This design comes from an exercise in tuning for a short achievable clock period and few clock cycles on the open sky130 flow, not from production work. The RTL was checked by simulation tests, not by an equivalence proof against the original design. Power and IR drop assume default switching activity.

==> flow/design.v <==
`timescale 1ns/10ps
`default_nettype none
module instruction_cache
(
    input  logic         CLK,
    input  logic         arst_n,
    input  logic         stall,
    input  logic [32-1:0]  pc,
    input  logic         pc_valid,
    output logic         cache_ready,
    output logic [32-1:0]       instruction,
    output logic         instruction_valid,
    output logic         l2_addr_valid,
    input  logic         l2_addr_ready,
    output logic [(24 + 4)-1:0]  l2_addr,
    output logic         l2_data_ready,
    input  logic         l2_data_valid,
    input  logic [(4 * 32)-1:0] l2_data
);
    localparam int SETS = 16;
    localparam int SW   = 4;
    localparam int TW   = 24;
    localparam int BW   = (4 * 32);
    localparam int AW   = (24 + 4);
    localparam int WW   = 32;
    localparam int ROWS = 2 * SETS;       
    localparam int SLOTS = 4 * ROWS;      
    localparam int QD  = 32;
    localparam int QPW = 5;          
    localparam int MD  = 8;
    localparam int RD  = 4;
    localparam int EW = 1 + 1 + SW + 2;
    logic            accept;
    logic            a_v;
    logic [TW-1:0]   a_tag;
    logic [SW-1:0]   a_set;
    logic [SETS-1:0] a_sel;
    logic [1:0]      a_wd;
    logic [1:0]      a_pre_h;      
    logic            a_pre_lru;
    logic            a_eqprev;     
    logic            a_sameset;    
    logic            p_v;          
    logic            p_alloc;
    logic            p_way;
    logic [TW-1:0]   tag0 [SETS];
    logic [TW-1:0]   tag1 [SETS];
    logic [SETS-1:0] vld0, vld1, lru;
    logic [SETS-1:0] i_sel;
    logic [1:0]      i_h;
    logic            i_lru;
    logic            l_hit, l_way, l_miss;
    logic            ready_n;
    logic            avalid_n;
    logic            dready_n;
    assign accept = pc_valid && !ready_n && !stall;
    always_comb
    begin
        i_h   = '0;
        i_lru = 1'b0;
        for (int i = 0; i < SETS; i++)
        begin
            i_sel[i] = (pc[7:4] == i);
            i_h[0]   = i_h[0] | (i_sel[i] && vld0[i] && (tag0[i] == pc[31:8]));
            i_h[1]   = i_h[1] | (i_sel[i] && vld1[i] && (tag1[i] == pc[31:8]));
            i_lru    = i_lru | (i_sel[i] && lru[i]);
        end
    end
    always_ff @(posedge CLK or negedge arst_n)
    begin
        if (!arst_n)
        begin
            a_v     <= 1'b0;
            p_v     <= 1'b0;
            p_alloc <= 1'b0;
            p_way   <= 1'b0;
        end
        else
        begin
            a_v     <= accept;
            p_v     <= a_v;
            p_alloc <= l_miss;
            p_way   <= l_way;
        end
    end
    always_ff @(posedge CLK)
    begin
        a_tag     <= pc[31:8];
        a_set     <= pc[7:4];
        a_wd      <= pc[3:2];
        a_sel     <= i_sel;
        a_pre_h   <= i_h;
        a_pre_lru <= i_lru;
        a_sameset <= (pc[7:4] == a_set);
        a_eqprev  <= (pc[7:4] == a_set) && (pc[31:8] == a_tag);
    end
    logic            h0, h1, lru_s, corr;
    logic [EW-1:0]   l_e;
    assign corr   = p_v && p_alloc && a_sameset;
    assign h0     = (corr && !p_way) ? a_eqprev : a_pre_h[0];
    assign h1     = (corr &&  p_way) ? a_eqprev : a_pre_h[1];
    assign lru_s  = (p_v && a_sameset) ? !p_way : a_pre_lru;
    assign l_hit  = h0 || h1;
    assign l_way  = l_hit ? h1 : lru_s;
    assign l_miss = a_v && !l_hit;
    assign l_e    = {!l_hit, l_way, a_set, a_wd};
    always_ff @(posedge CLK or negedge arst_n)
    begin
        if (!arst_n)
        begin
            vld0 <= '0;
            vld1 <= '0;
            lru  <= '0;
        end
        else
        begin
            for (int i = 0; i < SETS; i++)
            begin
                if (a_v && a_sel[i])
                begin
                    lru[i] <= !l_way;
                    if (!l_hit)
                    begin
                        if (lru[i])
                            vld1[i] <= 1'b1;
                        else
                            vld0[i] <= 1'b1;
                    end
                end
            end
        end
    end
    always_ff @(posedge CLK)
    begin
        for (int i = 0; i < SETS; i++)
        begin
            if (l_miss && a_sel[i] && lru[i])
                tag1[i] <= a_tag;
            if (l_miss && a_sel[i] && !lru[i])
                tag0[i] <= a_tag;
        end
    end
    logic            h_v;
    logic            h_miss;
    logic [ROWS-1:0] h_rsel;       
    logic [ROWS-1:0] h_we;         
    logic [1:0]      h_wd;
    logic [EW-1:0]   q [QD];
    logic [QPW-1:0]  q_rd, q_wr;
    logic            q_ne;
    logic [EW-1:0]   q_head;
    logic [QD+1:0]   occ_t;        
    logic            dl;
    logic            take;
    logic            busy;         
    logic [BW-1:0]   rb [RD];
    logic [RD-1:0]   rb_v;         
    logic [RD-1:0]   rb_t;         
    logic [RD-1:0]   rb_rd, rb_wr;  
    logic [BW-1:0]   rb_head;
    logic            rb_ne;
    logic            xfer;
    logic            direct;
    logic            rb_push, rb_pop;
    assign rb_ne  = rb_t[0];
    assign xfer   = l2_data_valid && !dready_n && busy;
    assign dl     = h_v && !stall && (!h_miss || rb_ne || xfer);
    assign direct = dl && h_miss && !rb_ne;
    assign rb_pop = dl && h_miss && rb_ne;
    assign rb_push = xfer && !direct;
    assign take   = !h_v || dl;
    assign q_head = q[q_rd];
    always_ff @(posedge CLK or negedge arst_n)
    begin
        if (!arst_n)
        begin
            h_v    <= 1'b0;
            h_miss <= 1'b0;
            h_we   <= '0;
            q_rd   <= '0;
            q_wr   <= '0;
            q_ne   <= 1'b0;
            occ_t  <= '0;
        end
        else
        begin
            if (take)
            begin
                h_v    <= q_ne;
                h_miss <= q_ne && q_head[EW-1];
                for (int r = 0; r < ROWS; r++)
                    h_we[r] <= q_ne && q_head[EW-1] && (q_head[EW-2:2] == r);
                if (q_ne)
                    q_rd <= q_rd + 1'b1;
            end
            if (a_v)
                q_wr <= q_wr + 1'b1;
            if (a_v)
                q_ne <= 1'b1;
            else if (take && q_ne)
                q_ne <= ((q_rd + 1'b1) != q_wr);
            if (accept && !dl)
                occ_t <= {occ_t[QD:0], 1'b1};
            else if (!accept && dl)
                occ_t <= {1'b0, occ_t[QD+1:1]};
        end
    end
    always_ff @(posedge CLK)
    begin
        if (take)
        begin
            h_wd <= q_head[1:0];
            for (int r = 0; r < ROWS; r++)
                h_rsel[r] <= (q_head[EW-2:2] == r);
        end
        if (a_v)
            q[q_wr] <= l_e;
    end
    logic [BW-1:0] arr [ROWS];
    logic [BW-1:0] fill;
    logic [BW-1:0] arr_blk;
    logic          d_v;
    logic [BW-1:0] d_blk;
    logic [1:0]    d_wd;
    assign fill = rb_ne ? rb_head : l2_data;
    always_ff @(posedge CLK)
    begin
        for (int r = 0; r < ROWS; r++)
            if (h_we[r])
                arr[r] <= fill;
    end
    always_comb
    begin
        arr_blk = '0;
        for (int r = 0; r < ROWS; r++)
            arr_blk = arr_blk | (arr[r] & {BW{h_rsel[r]}});
    end
    always_ff @(posedge CLK)
    begin
        if (!stall)
        begin
            d_blk <= h_miss ? fill : arr_blk;
            d_wd  <= h_wd;
        end
    end
    always_ff @(posedge CLK)
    begin
        instruction <= d_blk[d_wd * WW +: WW];
    end
    always_ff @(posedge CLK or negedge arst_n)
    begin
        if (!arst_n)
        begin
            d_v               <= 1'b0;
            instruction_valid <= 1'b0;
        end
        else
        begin
            instruction_valid <= d_v && !stall;
            if (!stall)
                d_v <= dl;
        end
    end
    always_ff @(posedge CLK or negedge arst_n)
    begin
        if (!arst_n)
        begin
            rb_v          <= '0;
            rb_t          <= '0;
            rb_rd         <= 1;
            rb_wr         <= 1;
            l2_data_ready <= 1'b0;
            dready_n      <= 1'b1;
        end
        else
        begin
            for (int i = 0; i < RD; i++)
            begin
                if (rb_push && rb_wr[i])
                    rb_v[i] <= 1'b1;
                else if (rb_pop && rb_rd[i])
                    rb_v[i] <= 1'b0;
            end
            if (rb_push)
                rb_wr <= {rb_wr[RD-2:0], rb_wr[RD-1]};
            if (rb_pop)
                rb_rd <= {rb_rd[RD-2:0], rb_rd[RD-1]};
            if (rb_pop && !rb_push)
                rb_t <= {1'b0, rb_t[RD-1:1]};
            else if (rb_push && !rb_pop)
                rb_t <= {rb_t[RD-2:0], 1'b1};
            l2_data_ready <= (rb_pop && !rb_push) ||
                             ((rb_push && !rb_pop) ? !rb_t[RD-2] : !rb_t[RD-1]);
            dready_n      <= !((rb_pop && !rb_push) ||
                             ((rb_push && !rb_pop) ? !rb_t[RD-2] : !rb_t[RD-1]));
        end
    end
    always_ff @(posedge CLK)
    begin
        for (int i = 0; i < RD; i++)
            if (!rb_v[i])
                rb[i] <= l2_data;
    end
    always_comb
    begin
        rb_head = '0;
        for (int i = 0; i < RD; i++)
            rb_head = rb_head | (rb[i] & {BW{rb_rd[i]}});
    end
    logic [AW-1:0]  mq [MD];
    logic [MD-1:0]  mq_rd, mq_wr;   
    logic [MD-1:0]  mq_t;           
    logic [AW-1:0]  mq_head;
    logic [AW-1:0]  l2_addr_d;
    logic [AW-1:0]  l2_addr_q;
    logic           free_now;
    logic           start;
    logic           mq_pop, mq_push;
    logic           mq_ne;
    assign mq_ne    = mq_t[0];
    assign free_now = (avalid_n && !busy) || (busy && xfer);
    assign start    = free_now && (mq_ne || l_miss);
    assign mq_pop   = start && mq_ne;
    assign l2_addr_d = mq_ne ? mq_head : {a_tag, a_set};
    assign mq_push  = l_miss && !(start && !mq_ne);
    always_comb
    begin
        mq_head = '0;
        for (int i = 0; i < MD; i++)
            mq_head = mq_head | (mq[i] & {AW{mq_rd[i]}});
    end
    always_ff @(posedge CLK or negedge arst_n)
    begin
        if (!arst_n)
        begin
            l2_addr_valid <= 1'b0;
            avalid_n      <= 1'b1;
            l2_addr       <= '0;
            busy          <= 1'b0;
            mq_rd         <= 1;
            mq_wr         <= 1;
            mq_t          <= '0;
        end
        else
        begin
            l2_addr_valid <= avalid_n ? start : !l2_addr_ready;
            avalid_n      <= avalid_n ? !start : l2_addr_ready;
            if (!avalid_n && l2_addr_ready)
                busy <= 1'b1;
            else if (busy && xfer)
                busy <= 1'b0;
            l2_addr <= start ? l2_addr_d : l2_addr_q;
            if (mq_pop)
                mq_rd <= {mq_rd[MD-2:0], mq_rd[MD-1]};
            if (mq_push)
                mq_wr <= {mq_wr[MD-2:0], mq_wr[MD-1]};
            if (mq_push && !mq_pop)
                mq_t <= {mq_t[MD-2:0], 1'b1};
            else if (!mq_push && mq_pop)
                mq_t <= {1'b0, mq_t[MD-1:1]};
        end
    end
    always_ff @(posedge CLK)
    begin
        if (start)
            l2_addr_q <= l2_addr_d;
        for (int i = 0; i < MD; i++)
            if (mq_push && mq_wr[i])
                mq[i] <= {a_tag, a_set};
    end
    always_ff @(posedge CLK or negedge arst_n)
    begin
        if (!arst_n)
        begin
            cache_ready <= 1'b1;
            ready_n     <= 1'b0;
        end
        else
        begin
            cache_ready <= !occ_t[QD-1] && !mq_t[MD-3];
            ready_n     <= occ_t[QD-1] || mq_t[MD-3];
        end
    end
endmodule
`default_nettype wire
export LEC_CHECK = 0
export ABC_CLOCK_PERIOD_IN_PS = 2500
export CAP_MARGIN = 40
export CORE_MARGIN = 2
export CORE_UTILIZATION = 40
export SETUP_SLACK_MARGIN = 4.3
export SLEW_MARGIN = 40
export TNS_END_PERCENT = 100
create_clock -name core_clock -period 7.0 [get_ports {CLK}]
standard.sh (not shown) runs the stock make flow with config.mk's settings and CLKGATE_MAP_FILE= SYNTH_SCRIPT=/design/flow/synth_recipe.tcl, a recipe that flattens the netlist after the stock synthesis.
==> flow/flow/run.sh <==
#!/bin/bash
# The standard layout (the standard.sh, standard synthesis included),
# except that the port buffers buffer_ports inserts use buf_4 instead of the
# cell it picks by default (a delay buffer), which is slow on the I/O paths.
set -euo pipefail
bash standard.sh 'BUFFER_PORTS_ARGS=-buffer_cell sky130_fd_sc_hd__buf_4' finish > orfs_make.log 2>&1
Testbench counts at the start, summed over its fixed seeds: cycles 32,676.
Then changed:
--- a/flow/design.v
+++ b/flow/design.v
@@ -176,8 +176,9 @@
         begin
             h_v    <= 1'b0;
             h_miss <= 1'b0;
             h_we   <= '0;
+            h_rsel <= '0;
             q_rd   <= '0;
             q_wr   <= '0;
             q_ne   <= 1'b0;
             occ_t  <= '0;
@@ -189,8 +190,10 @@
                 h_v    <= q_ne;
                 h_miss <= q_ne && q_head[EW-1];
                 for (int r = 0; r < ROWS; r++)
                     h_we[r] <= q_ne && q_head[EW-1] && (q_head[EW-2:2] == r);
+                for (int r = 0; r < ROWS; r++)
+                    h_rsel[r] <= (q_head[EW-2:2] == r);
                 if (q_ne)
                     q_rd <= q_rd + 1'b1;
             end
             if (a_v)
@@ -209,10 +212,8 @@
     begin
         if (take)
         begin
             h_wd <= q_head[1:0];
-            for (int r = 0; r < ROWS; r++)
-                h_rsel[r] <= (q_head[EW-2:2] == r);
         end
         if (a_v)
             q[q_wr] <= l_e;
     end
@@ -234,15 +235,19 @@
         arr_blk = '0;
         for (int r = 0; r < ROWS; r++)
             arr_blk = arr_blk | (arr[r] & {BW{h_rsel[r]}});
     end
+    always_ff @(posedge CLK or negedge arst_n)
+    begin
+        if (!arst_n)
+            d_blk <= '0;
+        else if (!stall)
+            d_blk <= h_miss ? fill : arr_blk;
+    end
     always_ff @(posedge CLK)
     begin
         if (!stall)
-        begin
-            d_blk <= h_miss ? fill : arr_blk;
-            d_wd  <= h_wd;
-        end
+            d_wd <= h_wd;
     end
     always_ff @(posedge CLK)
     begin
         instruction <= d_blk[d_wd * WW +: WW];
The new run finished with timing, DRC and antenna clean.
Clock power drops slightly.
Cell count climbs slightly.
Total power climbs by a few percent.
Global-route usage climbs by 0.43 points.
Die area climbs slightly.
First-iteration DRC count climbs by a few percent.
Worst setup slack is better by 0.0032 ns.
Sequential share of layout area drops by 0.67 points.
Worst hold slack is better by 0.090 ns.
Fmax barely changes.
Testbench counts after the change, summed over its fixed seeds: cycles 32,676.

==> static timing again, ports no longer ideal <==
The results above use ideal ports. As a check the final layouts listed here were re-extracted and re-timed, cells and wires unchanged.
Step 1, drivers: a clkbuf_16 drives CLK and a buf_2 each remaining input, both assumed.
Step 2 times the ports against the registers' clock, not the clock port: input delays grow and output delays shrink by t, the midpoint of the rising clock arrivals with the driver on.
Three values: ideal ports, drivers, drivers and shift; two values: the first two.
| run | t, ns | setup slack, ns | slew at the worst register clock pin (ns) | worst data-port slew with drivers (ns) |
|---|---|---|---|---|
| the first run | 1.205 | 3.859 / 3.726 / 3.159 | 0.07 / 0.07 | 0.33 |
| the second run | 1.175 | 3.862 / 3.744 / 3.197 | 0.07 / 0.07 | 0.18 |
After both steps every run listed still meets setup and hold. The setup slack of the first run, which loses most, moves by -0.133 ns with the drivers and by -0.700 ns with both steps.
